From an optimization exercise on the open Yosys and OpenROAD flow, aimed at small area; shortcuts taken in it are not production practice.
Only simulation tests tie the RTL to the original design; equivalence was not proved.
Power is estimated from default activity; no workload was simulated.

==> flow/design.v <==
module ram_1r1w_sync_clr #(
  parameter int width_p      = 8,
  parameter int depth_p      = 256,
  parameter int bypass_p     = 0,
  parameter int init_clear_p = 1
) (
  input  logic                         clk_i,
  input  logic                         reset_i,
  input  logic                         wr_valid_i,
  input  logic [$clog2(depth_p)-1:0]   wr_addr_i,
  input  logic [width_p-1:0]           wr_data_i,
  input  logic [width_p-1:0]           wr_mask_i,
  input  logic                         rd_valid_i,
  input  logic [$clog2(depth_p)-1:0]   rd_addr_i,
  output logic                         ready_o,
  output logic                         rd_valid_o,
  output logic [width_p-1:0]           rd_data_o
);
  localparam int addr_w = $clog2(depth_p);
  logic               ready_q;
  logic               rd_valid_q;
  logic [width_p-1:0] rd_data_q;
  logic [width_p-1:0] mem [depth_p];
  logic               wr_go;
  assign wr_go = wr_valid_i & ready_q;
  logic [63:0]        wr_grp;
  logic [width_p-1:0] wr_set [4];
  logic [width_p-1:0] wr_clr [4];
  always_comb begin
    for (int g = 0; g < 64; g++)
      wr_grp[g] = reset_i | (wr_go & (wr_addr_i[7:2] == 6'(g)));
    for (int c = 0; c < 4; c++)
      for (int i = 0; i < width_p; i++) begin
        wr_set[c][i] = ~reset_i & wr_mask_i[i] & (wr_addr_i[1:0] == 2'(c)) & wr_data_i[i];
        wr_clr[c][i] = reset_i | (wr_mask_i[i] & (wr_addr_i[1:0] == 2'(c)) & ~wr_data_i[i]);
      end
  end
  always_ff @(posedge clk_i) begin
    for (int w = 0; w < depth_p; w++)
      for (int i = 0; i < width_p; i++)
        mem[w][i] <= (mem[w][i] & ~(wr_grp[w / 4] & wr_clr[w % 4][i]))
                   | (wr_grp[w / 4] & wr_set[w % 4][i]);
  end
  logic [15:0]        rd_hi, rd_lo;
  logic [width_p-1:0] rd_w [16];
  logic [width_p-1:0] rd_g [6];
  logic [width_p-1:0] rd_row [16];
  logic [width_p-1:0] rd_value;
  always_comb begin
    for (int r = 0; r < 16; r++) begin
      rd_hi[r] = rd_addr_i[7:4] == 4'(r);
      rd_lo[r] = rd_addr_i[3:0] == 4'(r);
    end
    rd_value = '0;
    for (int r = 0; r < 16; r++) begin
      for (int c = 0; c < 16; c++)
        rd_w[c] = mem[16 * r + c] & {width_p{rd_lo[c]}};
      rd_g[0] = rd_w[0] | rd_w[1] | rd_w[2];
      rd_g[1] = rd_w[3] | rd_w[4] | rd_w[5];
      rd_g[2] = rd_w[6] | rd_w[7] | rd_w[8];
      rd_g[3] = rd_w[9] | rd_w[10] | rd_w[11];
      rd_g[4] = rd_w[12] | rd_w[13];
      rd_g[5] = rd_w[14] | rd_w[15];
      rd_row[r] = ((rd_g[0] | rd_g[1] | rd_g[2]) | (rd_g[3] | rd_g[4] | rd_g[5]))
                & {width_p{rd_hi[r]}};
      rd_value = rd_value | rd_row[r];
    end
  end
  always_ff @(posedge clk_i) begin
    ready_q    <= ~reset_i;
    rd_valid_q <= ~reset_i & rd_valid_i & ready_q;
    rd_data_q  <= rd_value;
  end
  assign ready_o    = ready_q;
  assign rd_valid_o = rd_valid_q;
  assign rd_data_o  = rd_data_q;
endmodule
==> flow/flow/run.sh <==
#!/bin/bash
# Own layout flow.
# 1. the standard synthesis (reference registers).
# 3. the standard layout of that netlist, with a clock tree of smaller
#    buffers, larger sink clusters and no dummy loads, and port buffers of the
#    smallest buffer.
# Each tool's output goes to its own log file in the work folder.
set -euo pipefail
W=$PWD
F=$W/flow
R=$W/orfs/results/$FLOW_PLATFORM/ram_1r1w_sync_clr/base
LIB=$FLOW_HOME/platforms/$FLOW_PLATFORM/lib/sky130_fd_sc_hd__tt_025C_1v80.lib

bash standard.sh synth > $W/std_synth.log 2>&1
cp $R/1_2_yosys.v $W/std_1_2_yosys.v

# Own synthesis: synth_recipe.tcl with ABC's script swapped.
{
  head -n 1 synth_recipe.tcl
  cat <<'EOT'
proc abc {args} {
  set i [lsearch -exact $args -script]
  if {$i >= 0} { lset args [expr {$i + 1}] $::env(OWN_ABC_SCRIPT) }
  yosys abc {*}$args
}
EOT
  tail -n +2 synth_recipe.tcl
} > $W/own_synth.tcl
sed -e "s#SYNTH_SCRIPT=[^ ]*#SYNTH_SCRIPT=$W/own_synth.tcl#" \
    -e "s#WORK_HOME=[^ ]*#WORK_HOME=$W/own#" standard.sh > $W/own.sh
OWN_ABC_SCRIPT=$F/own.abc bash $W/own.sh synth > $W/own_synth.log 2>&1 || true
OWN=$W/own/results/$FLOW_PLATFORM/ram_1r1w_sync_clr/base/1_2_yosys.v

regs() {
  grep -E '^\s*sky130_fd_sc_hd__(df|edf|sdf|sedf|dl)[a-z0-9_]* ' "$1" | awk '{print $1, $2}' | sort
}
if [[ -s $OWN ]] && diff <(regs $W/std_1_2_yosys.v) <(regs $OWN) > $W/regs_diff.log 2>&1; then
  echo "own synthesis: registers match the standard synthesis" > $W/choice.log
  cp $OWN $W/new_1_2_yosys.v
else
  echo "own synthesis unusable: re-mapping the standard netlist" > $W/choice.log
  python3 $F/models.py $LIB $W/comb_models.v > $W/models.log 2>&1
  cat > $W/remap.ys <<EOT
read_liberty -lib $LIB
read_verilog -overwrite $W/comb_models.v
read_verilog $W/std_1_2_yosys.v
hierarchy -top $FLOW_TOP
flatten
opt_clean -purge
techmap
opt -fast
abc -script $F/remap.abc -liberty $LIB -dont_use *lpflow* -dont_use *probe* -D 10000
opt_clean -purge
hilomap -singleton -hicell sky130_fd_sc_hd__conb_1 HI -locell sky130_fd_sc_hd__conb_1 LO
splitnets
opt_clean -purge
rename -hide w:*.*
tee -o $W/remap_stat.txt stat -liberty $LIB
write_verilog -noattr -nohex -nodec $W/new_1_2_yosys.v
EOT
  yosys -s $W/remap.ys > $W/remap.log 2>&1
fi

cp $W/new_1_2_yosys.v $R/1_2_yosys.v
rm -f $R/1_synth.odb $R/1_synth.sdc
bash standard.sh synth > $W/new_synth.log 2>&1

export CTS_ARGS="-sink_clustering_enable -repair_clock_nets -dont_use_dummy_load $(cat $F/cts_args)"
export BUFFER_PORTS_ARGS="-buffer_cell sky130_fd_sc_hd__buf_1"
bash standard.sh finish > $W/layout.log 2>&1
==> flow/flow/cts_args <==
-buf_list sky130_fd_sc_hd__clkbuf_8 -sink_clustering_size 17 -sink_clustering_max_diameter 55
==> flow/flow/models.py <==
#!/usr/bin/env python3
# Writes a Verilog model (one assign) of every single-output combinational
# cell of the liberty file argv[1] to argv[2], so Yosys can flatten mapped
# logic back into gates and map it again.
import re, sys
lib = open(sys.argv[1]).read()
out = []
for m in re.finditer(r'cell \("(\w+)"\)', lib):
    name = m.group(1)
    start = m.end()
    nxt = lib.find('cell ("', start)
    body = lib[start:nxt if nxt > 0 else len(lib)]
    if ' ff (' in body or 'latch (' in body or 'statetable' in body:
        continue
    pins = re.findall(r'(?<![_\w])pin \("(\w+)"\)', body)
    info = []
    for p in pins:
        pb = body[body.find('pin ("%s")' % p):]
        end = pb.find('pin (', 10)
        pb = pb[:end if end > 0 else len(pb)]
        d = re.search(r'direction : "(\w+)"', pb).group(1)
        f = re.search(r'function : "([^"]+)"', pb)
        info.append((p, d, f.group(1) if (f and d == 'output') else None))
    outs = [x for x in info if x[1] == 'output']
    if len(outs) != 1 or outs[0][2] is None or any(x[1] not in ('input', 'output') for x in info):
        continue
    ins = [x[0] for x in info if x[1] == 'input']
    y = outs[0][0]
    f = outs[0][2].replace('+', '|').replace('!', '~')
    out.append('module %s(%s);\n%s  output %s;\n  assign %s = %s;\nendmodule\n' % (
        name, ', '.join(ins + [y]), ''.join('  input %s;\n' % i for i in ins), y, y, f))
open(sys.argv[2], 'w').write('\n'.join(out))
==> flow/flow/own.abc <==
strash
&get -n
&nf -R 1000
&put
topo
stime -c
==> flow/flow/remap.abc <==
strash
&get -n
&dch
&nf -R 1000
&put
topo
stime -c
==> flow/standard.sh <==
#!/bin/bash
# synth_recipe.tcl (not shown) runs the flow's synth.tcl, then flattens the netlist and writes it again
# the make line also repeats each setting of config.mk as NAME=value (left out here)
make -C /OpenROAD-flow-scripts/flow DESIGN_CONFIG=/design/flow/config.mk WORK_HOME=/design/flow/orfs CLKGATE_MAP_FILE= SYNTH_SCRIPT=/design/flow/synth_recipe.tcl "${@:-finish}"
==> flow/config.mk <==
export PLATFORM = sky130hd
export DESIGN_NAME = ram_1r1w_sync_clr
export DESIGN_NICKNAME = ram_1r1w_sync_clr
export VERILOG_FILES = /design/flow/design.v
export SDC_FILE = /design/flow/constraint.sdc
export NUM_CORES = 4
export LEC_CHECK = 0
export ABC_AREA = 1
export CAP_MARGIN = 20
export CORE_MARGIN = 2
export CORE_UTILIZATION = 70
export SLEW_MARGIN = 20
==> flow/constraint.sdc <==
create_clock -name core_clock -period 10.0 [get_ports {clk_i}]
set_input_delay 2.0000 -clock core_clock [delete_from_list [all_inputs] [get_ports {clk_i}]]
set_output_delay 2.0000 -clock core_clock [all_outputs]
set_load 0.01 [all_outputs]
==> results.yml <==
outcome:
  outcome: "timing/DRC/antenna clean"
global_routing:
  grt_max_degree: 80
  gr-total-overflow: 0
  track_usage_pct: 45.4
  use_met2_pct: 70.2
  met3_usage_pct: 10.4
  use_met1_pct: 58.7
  antenna_found_initial: 7
  grt_busiest_layer: "met2"
  grt_pass1_wl_mm: 380
  grt_pass1_vias: 66200
die:
  fp.coreArea_mm2: 0.102
  io-pin-count: 46
  dieArea_mm2: 0.105
  rows: 117
  die-height_um: 325
  initial_core_util_pct: 70.7
  die_w_um: 325
synth:
  yosys_warnings: 7
  syn_avg_cell_area_um2: 9.65
  syn_inst: 7463
  syn-cell-area_mm2: 0.0720
  syn-num-nets: 7499
routing:
  via_per_inst: 7.62
  drt-initial-drc-count: 12900
  drc_errors: 0
  avgRoutedWirePerCell_um: 27.1
  vias: 70300
  ant_nets: 0
  routed_wl_mm: 250
  first_pass_iters: 22
timing:
  hold_viol: 0
  worst_pin_slew_ns: 1.31
  finalClockSkew_ns: 0.0515
  setup_viol_count_final: 0
  grt_setup_unrepaired: "false"
  setup_slack_ns: 3.50
  relSlewSlack_pct: 12.0
  clock.fmax_mhz: 154
  slew_violations: 0
  finalCritPeriodShare_pct: 65.0
  period_needed_ns: 6.50
  fin_tns_setup_ns: 0
worst_setup_path:
  cp_max_fo: 50
  startpoint_type: "input port"
  worstPathArrival_ns: 7.29
  r2r_end: "rd_data_q[1]"
  worstPathRequired_ns: 10.79
  critPathCaptureType: "flip-flop"
  cp-endpoint: "rd_data_q[3]"
  r2r_cells: 12
  r2r_slack_ns: 6.31
  rr_startpoint: "mem[27][1]"
  path_class: "in2reg"
  crit_start: "rd_addr_i[2]"
power_and_ir_drop:
  p_sw_share_pct: 26.1
  intPower_uw: 10100
  p_seq_share_pct: 63.8
  clockPowerShare_pct: 27.8
  power_leakage_uw: 0.0265
  ir_worst_vdd_uv: 152
  switchingPower_uw: 3590
  p_comb_share_pct: 8.4
  powerDensity_mw_per_mm2: 173
clock_tree:
  clock_latency_ns: 0.91
  cts.htree.levels: 4
  numClockSinks: 2058
  cts.hold.buffers_added: 0
  post_cts_buffers: 0
  clk_path_buf_depth: 3
  cts_tree: "done"
  cts_buffers: 145
  clk_pin_slew_ns: 0.10
  cts_resized: 0
  cts-root-buf: "clkbuf_8"
finish:
  layout-drive-gt1-share_pct: 6.42
  area_growth_pct: 10.3
  finalNetCount: 7890
place:
  io_buffer_count: 45
  dpl.hpwl_mm: 137
  gp_congestion: 0.883
  dp_slack_ns: 2.73
job:
  maxCapViolCount: 0
worst_hold_path:
  hold_path_class: "reg2reg"
## how the worst min path moves through the flow
stage                      from  slack, ns  cells past startpoint           to
global route        mem[222][3]       0.50                      2  mem[222][3]
detailed placement  mem[229][0]       0.47                      2  mem[229][0]
floorplan           mem[101][0]       0.45                      2  mem[101][0]
finish              mem[218][7]       0.48                      2  mem[218][7]
CTS                 mem[246][5]       0.48                      2  mem[246][5]
global placement    mem[184][0]       0.46                      2  mem[184][0]
## per-layer routing
metal,share of wire (%),vias to the layer above
met5,0.010,-
met3,15,1178
met2,43,5420
met1,35,32900
li1,-,30800
met4,6.3,4
## layout by cell type (no fill, tap or decap), drive strengths merged
cell type / instances
a221o: 56
a221oi: 128
a222oi: 512
a22o: 8
a22oi: 128
a31oi: 96
and2: 3
and3: 1
buf: 243
clkbuf: 146
clkinv: 9
dfxtp: 2058
diode: 7
nand2: 134
nand2b: 12
nand3: 32
nand4: 128
nor2: 29
nor2b: 12
nor3: 18
nor4: 3
o21ai: 4096
## sequential cells by signal (all words and copies together), names as in the netlist
register	count
mem	2048
rd_data_q	8
rd_valid_q	1
ready_q	1
## worst max-delay path: stages
cell and delay [ns]:
buf_1 0.49, nand2b_1 0.47, nor2_4 0.19, buf_4 0.44
buf_4 0.41, a222oi_1 0.37, nand2_1 0.11, a221oi_1 0.27
nand4_1 0.13, a22o_1 0.26, a221o_1 0.30, a221o_1 0.30
a221o_1 0.32, a221o_1 0.33, a221o_1 0.29, a221o_1 0.26
a221o_1 0.25
## through the flow
stage	utilization [%]	power, uW	area, um2	hold slack (ns)	std cells
global route	77.9	14100	79400	0.499	9224
CTS	77.9	13600	79400	0.484	9220
floorplan	-	9450	72100	0.448	7463
global placement	76.0	9970	77400	0.458	9075
finish	77.9	13700	79400	0.483	9227
detailed placement	76.0	10000	77400	0.467	9075
## power groups by stage
| stage | Clock (uW) | Sequential [uW] | Combinational [uW] |
|---|---|---|---|
| 2_1_floorplan | 0 | 8880 | 569 |
| 3_3_place_gp | 0 | 8920 | 1050 |
| 3_5_place_dp | 0 | 8940 | 1090 |
| 4_1_cts | 3800 | 8750 | 1090 |
| 5_1_grt | 4090 | 8800 | 1220 |
| 6_report | 3820 | 8760 | 1150 |
## cell type report
type	count	area (um2)
well taps	1368	1710
repair buffers	244	1750
flip-flops and latches	2058	41200
multi-input cells	5396	32700
inverters	9	33.8
fillers	7257	22500
diodes	7	17.5
clock buffers	145	2000

-- separate check: timing with driven ports --
The results above use ideal ports. As a check the final layout listed here was re-extracted and re-timed, cells and wires unchanged.
Step 1: set_driving_cell puts a clkbuf_16 on clk_i and a buf_2 on each other input, an assumption about the parent block.
Step 2 also shifts input and output timing later by t, the mid clock arrival at the registers, as if the neighbouring blocks saw the same clock.
a / b / c = no drivers / after step 1 / after step 2; a / b = the first two.
t (ns): 0.953
setup WS [ns]: 3.496 / 3.545 / 2.593
worst setup path after step 2: input to register
latest minus earliest clock arrival (ns): 0.070 / 0.071
worst register clock-pin slew, ns: 0.11 / 0.11
After both steps setup and hold are still met in this run. The setup slack of this run moves by +0.049 ns with the drivers and by -0.903 ns with both steps.
